Context: an optimization exercise on an open-source flow, tuned for small area. The choices shown serve that exercise and are no tape-out recipe. At most, simulation tests tie the RTL to the original design; equivalence was not proved. The clock port is modelled as an ideal driver, which makes a skipped or thinned clock tree look cheaper than it is; a real chip needs a root buffer or a tree. Power is estimated from default activity; no workload was simulated.

== main ==
// bnn_spi_top
module bnn_spi_top (
  input  logic       clk,
  input  logic       rst_n,
  input  logic       spi_sclk,
  input  logic       spi_mosi,
  input  logic       spi_cs_n,
  output logic [3:0] result_out,
  output logic       result_ready,
  output logic       status_ready,
  output logic       send_image,
  output logic [2:0] fsm_state
);
  function automatic logic [8:0] radd8(input logic [7:0] x, input logic [7:0] y);
    logic c;
    c = 1'b0;
    for (int i = 0; i < 8; i++) begin
      radd8[i] = x[i] ^ y[i] ^ c;
      c = (x[i] & y[i]) | (c & (x[i] ^ y[i]));
    end
    radd8[8] = c;
  endfunction
  logic       sclk_s1, sclk_s2, mosi_s1, mosi_s2, cs_s1, cs_s2;
  logic       sclk_prev;
  logic [2:0] bit_cnt;
  logic [7:0] shift_reg;
  logic       byte_rise;         
  always_ff @(posedge clk or negedge rst_n) begin
    if (!rst_n) begin
      sclk_s1 <= 1'b0;
      cs_s1   <= 1'b1;
      cs_s2   <= 1'b1;
    end else begin
      sclk_s1 <= spi_sclk;
      cs_s1   <= spi_cs_n;
      cs_s2   <= cs_s1;
    end
  end
  wire sclk_rise = sclk_s2 & ~sclk_prev;
  wire bit_in    = ~cs_s2 & sclk_rise;
  always_ff @(posedge clk) begin
    sclk_s2   <= sclk_s1;
    mosi_s1   <= spi_mosi;
    mosi_s2   <= mosi_s1;
    sclk_prev <= sclk_s2;
    byte_rise <= bit_in & (bit_cnt == 3'd7);
    if (cs_s2)       bit_cnt <= 3'd0;
    else if (bit_in) bit_cnt <= bit_cnt + 3'd1;
    if (bit_in) shift_reg <= {shift_reg[6:0], mosi_s2};
  end
  logic [2:0] state, next_state;
  logic       cs_prev;
  logic [9:0] cnt;               
  wire        cmd_status, cmd_image;
  logic [6:0] ptr;               
  wire cs_falling = ~cs_s2 & cs_prev;
  wire cs_rising  = cs_s2 & ~cs_prev;
  wire rx_active  = (state == bnn_spi_pkg::S_RX_CMD) || (state == bnn_spi_pkg::S_IMG_RX);
  wire in_wait    = (state == bnn_spi_pkg::S_WAIT_INFERENCE);
  wire in_clear   = (state == bnn_spi_pkg::S_CLEAR);
  wire timeout    = &cnt;
  wire buf_full   = (ptr == 7'd112);
  wire buf_empty  = (ptr == 7'd127);
  wire write      = (state == bnn_spi_pkg::S_IMG_RX) & byte_rise & ~buf_full;
  wire res_now    = in_wait & (cnt == 10'd116);
  ...
Size: ~510 cells after synthesis, about 5900 sq um of cells after synthesis.
clock: 20.0 ns
lec_check: 0
cap_margin: 20
core_margin: 2
core_utilization: 40
slew_margin: 20
standard.sh (not shown) runs the stock make flow with config.mk's settings and CLKGATE_MAP_FILE= SYNTH_SCRIPT=/design/flow/synth_recipe.tcl, a recipe that flattens the netlist after the stock synthesis.
==> flow/flow/run.sh <==
#!/bin/bash
# Standard layout, except: the clock tree is a root buffer and a few
# clustered leaf buffers built by flow/cts_manual.tcl in place of TritonCTS's
# H-tree, and ports are buffered with buf_1.
set -euo pipefail
here=$(pwd)
export PRE_CTS_TCL=$here/flow/cts_manual.tcl
export CTS_NLEAF=6
export CTS_LEAF_CELL=sky130_fd_sc_hd__clkbuf_16
export CTS_ROOT_CELL=sky130_fd_sc_hd__clkbuf_16
export BUFFER_PORTS_ARGS="-buffer_cell sky130_fd_sc_hd__buf_1"
bash standard.sh > standard.log 2>&1
Other scripts of this flow, unchanged in this note and not shown: flow/flow/cts_manual.tcl
Inputs modified between main and the feature branch:
--- a/flow/design.v
+++ b/flow/design.v
@@ -136,23 +136,22 @@
   wire        par_v;
   localparam logic [59:0] CLS_TAB = {6'h07, 6'h03, 6'h01, 6'h04, 6'h03, 6'h06, 6'h01, 6'h05, 6'h0a, 6'h20};
   wire [5:0] cls_row = CLS_TAB[6*cls +: 6];
   wire [5:0] best_row = CLS_TAB[6*best_class +: 6];
   assign best_par = best_row[0];
   assign init_v = {4'd0, cls_row[5:1]};
   assign par_v  = cls_row[0];
   always_ff @(posedge clk) begin
     if (write) hold <= shift_reg;
   end
-  always_ff @(posedge clk or negedge rst_n) begin
-    if (!rst_n) cls <= 4'd0;
-    else        cls <= (cls == 4'd9) ? 4'd0 : cls + 4'd1;
+  always_ff @(posedge clk) begin
+    cls <= (cls == 4'd9) ? 4'd0 : cls + 4'd1;
   end
   wire [4:0] step_k  = write ? {1'b0, cls} + 5'd17 : 5'd14;
   wire [8:0] step_a  = radd8({1'b0, ptr}, {3'd0, step_k});
   wire       wrap    = (cls == 4'd9);
   wire [7:0] add_x   = wrap ? {&ptr_next, ptr_next} : wgt;
   wire [7:0] add_y   = wrap ? {ptr_next, 1'b0} : {step_a[6:0], ~write};
   wire [8:0] wgt_nx  = radd8(add_x, add_y);
   always_ff @(posedge clk) begin
     wgt <= wgt_nx[7:0];
   end
Compared with main, in the feature branch post-synth net total lost 4; width of the chip now sits at about the same level; synthesized-area fraction occupied by adder cells held; synthesized area decreased about 0.46%; clock-pin slew on the worst setup and hold paths now sits at about the same level.
Measured against each other, the feature branch and main differ in all-layer global routing usage, the higher figure coming from the feature branch.
| parity-gate share of the synthesized area counting xor and xnor cells | the feature branch vs main | 0.31 points higher |
Comparing critical path data arrival time for the feature branch and main, the smaller number came from the feature branch.
Compared the feature branch vs main, and full die area is down in the feature branch.
A start point of the critical path of cnt[8] is what the feature branch shows, while state[2] belongs to main.
As of the feature branch, total wire length after detailed routing had risen by a few percent compared to main.
On slack of the critical path: between the feature branch and main, it ends up higher for the feature branch.
Diff main -> the feature branch | power dissipated in combinational cells | up by more than 10%
Looking at the feature branch and main, the multi-input logic area is a wash.
The feature branch: flow completed, timing, DRC and antenna clean
Power share of the clock group (higher): main
Only the layout flow was run in the feature branch; the RTL was not checked for function there. No run of this note takes its clock network from TritonCTS; it comes from the design's own scripts or RTL.

========
bnn_spi_top, a different RTL version from the one above (not shown whole).
Size: about 500 cells after synthesis, about 160 flip-flops, about 5800 µm² of cells after synthesis.
clock: 20.0 ns
lec_check: 0
cap_margin: 20
core_margin: 2
core_utilization: 40
slew_margin: 20
==> flow/flow/run.sh <==
#!/bin/bash
# Standard layout, except:
#  - after the floorplan, the combinational logic is re-mapped for area by
#    OpenROAD's restructure (flow/restructure.tcl);
#  - the clock tree is a root buffer and a few clustered leaf buffers built
#    by flow/cts_manual.tcl in place of TritonCTS's H-tree;
#  - ports are buffered with buf_1.
# Each tool's output goes to the ORFS logs under orfs/logs, and make's own
# output to standard.log.
set -euo pipefail
here=$(pwd)
export POST_FLOORPLAN_TCL=$here/flow/restructure.tcl
export PRE_CTS_TCL=$here/flow/cts_manual.tcl
export CTS_NLEAF=6
export CTS_LEAF_CELL=sky130_fd_sc_hd__clkbuf_16
export CTS_ROOT_CELL=sky130_fd_sc_hd__clkbuf_8
export BUFFER_PORTS_ARGS="-buffer_cell sky130_fd_sc_hd__buf_1"
bash standard.sh > standard.log 2>&1
Other scripts of this flow, unchanged in this note and not shown: flow/flow/cts_manual.tcl, flow/flow/lib_filter.py, flow/flow/restructure.tcl
The first run finished clean.
Edit:
--- a/flow/design.v
+++ b/flow/design.v
@@ -142,27 +142,33 @@
   always_ff @(posedge clk) begin
     if (write) hold <= shift_reg;
   end
   always_ff @(posedge clk or negedge rst_n) begin
     if (!rst_n) cls <= 4'd0;
     else        cls <= (cls == 4'd9) ? 4'd0 : cls + 4'd1;
   end
-  wire [4:0] step_k  = write ? {1'b0, cls} + 5'd17 : 5'd14;
-  wire [8:0] step_a  = radd8({1'b0, ptr}, {3'd0, step_k});
+  logic      lag;
+  wire [6:0] a14     = ptr + 7'd14;
   wire       wrap    = (cls == 4'd9);
   wire [7:0] add_x   = wrap ? {&ptr_next, ptr_next} : wgt;
-  wire [7:0] add_y   = wrap ? {ptr_next, 1'b0} : {step_a[6:0], ~write};
+  wire [7:0] add_y   = wrap  ? {ptr_next, 1'b0} :
+                       write ? {3'd0, cls + 4'd1, 1'b1} :
+                       lag   ? {a14[5:0], 2'b10} :
+                               {a14, 1'b1};
   wire [8:0] wgt_nx  = radd8(add_x, add_y);
   always_ff @(posedge clk) begin
+    lag <= write & ~wrap;
+  end
+  always_ff @(posedge clk) begin
     wgt <= wgt_nx[7:0];
   end
   wire       cnt_lo   = ~|cnt[9:5];
-  wire       cnt_lt10 = cnt_lo & ~cnt[4] & ~(cnt[3] & (cnt[2] | cnt[1]));
-  wire       cnt_1x   = cnt_lo & (cnt[4] ? ~(cnt[3] | cnt[2]) : (cnt[3] & (cnt[2] | cnt[1])));
-  wire       scoring  = ~buf_empty & cnt_lt10;
+  wire       cnt_win  = cnt_lo & ~cnt[4] & (|cnt[3:0]) & ~(cnt[3] & (cnt[2] | (cnt[1] & cnt[0])));
+  wire       cnt_1x   = cnt_lo & cnt[4] & (cnt[3] | (cnt[2] & cnt[1]));
+  wire       scoring  = ~buf_empty & cnt_win;
   wire [7:0] mask     = {{4{~buf_full & scoring}}, {4{scoring}}};
   wire [7:0] m        = hold & wgt & mask;
   wire       s0 = m[0] ^ m[1] ^ m[2], c0 = (m[0] & m[1]) | (m[2] & (m[0] ^ m[1]));
   wire       s1 = m[3] ^ m[4] ^ m[5], c1 = (m[3] & m[4]) | (m[5] & (m[3] ^ m[4]));
   wire       s2 = m[6] ^ m[7],        c2 = m[6] & m[7];
   wire       p0 = s0 ^ s1 ^ s2,       k1 = (s0 & s1) | (s2 & (s0 ^ s1));
   wire       t1 = c0 ^ c1 ^ c2,       k2 = (c0 & c1) | (c2 & (c0 ^ c1));
=> Register-to-register slack is worse by 0.32 ns; combinational power decreases by 7.0%; final area decreases by 0.50%; routed wire length is lower by 1.5%; worst hold slack degrades by 0.0070 ns; setup slack is worse by 0.46 ns; utilization shrinks by 0.52 points; synthesized area increases by 1.5%; die area rises by 1.4%; power is lower by 1.4%; clock power decreases by about 3%; final cell count fell by 1.1%; global-route usage climbs by 0.21 points.
No run of this note takes its clock network from TritonCTS; it comes from the design's own scripts or RTL.

separate check: timing with driven ports:
No port has a modelled driver above. Below, the same layouts with a new extraction and two added sets of constraints. Step 1 assumes that a clkbuf_16 drives the clock port and a buf_2 every other input. Step 2 adds t to the input delays and takes it off the output delays; t is the mean of the earliest and latest rising clock arrival at the registers after step 1. Input paths then give back, and output paths get back, about the clock's delay inside the block. Slacks: no drivers / after step 1 / after step 2; pairs: no drivers / after step 1.
| run | t (ns) | setup slack, ns | worst setup path at the end |
|---|---|---|---|
| main | 0.395 | 13.714 / 13.673 / 14.068 | register to output |
| the feature branch | 0.392 | 13.991 / 13.949 / 14.341 | register to output |
| the first run of note 2 | 0.443 | 14.000 / 13.966 / 14.409 | register to output |
| the second run of note 2 | 0.426 | 13.540 / 13.508 / 13.935 | register to output |
After both steps setup and hold are still met in every run listed.
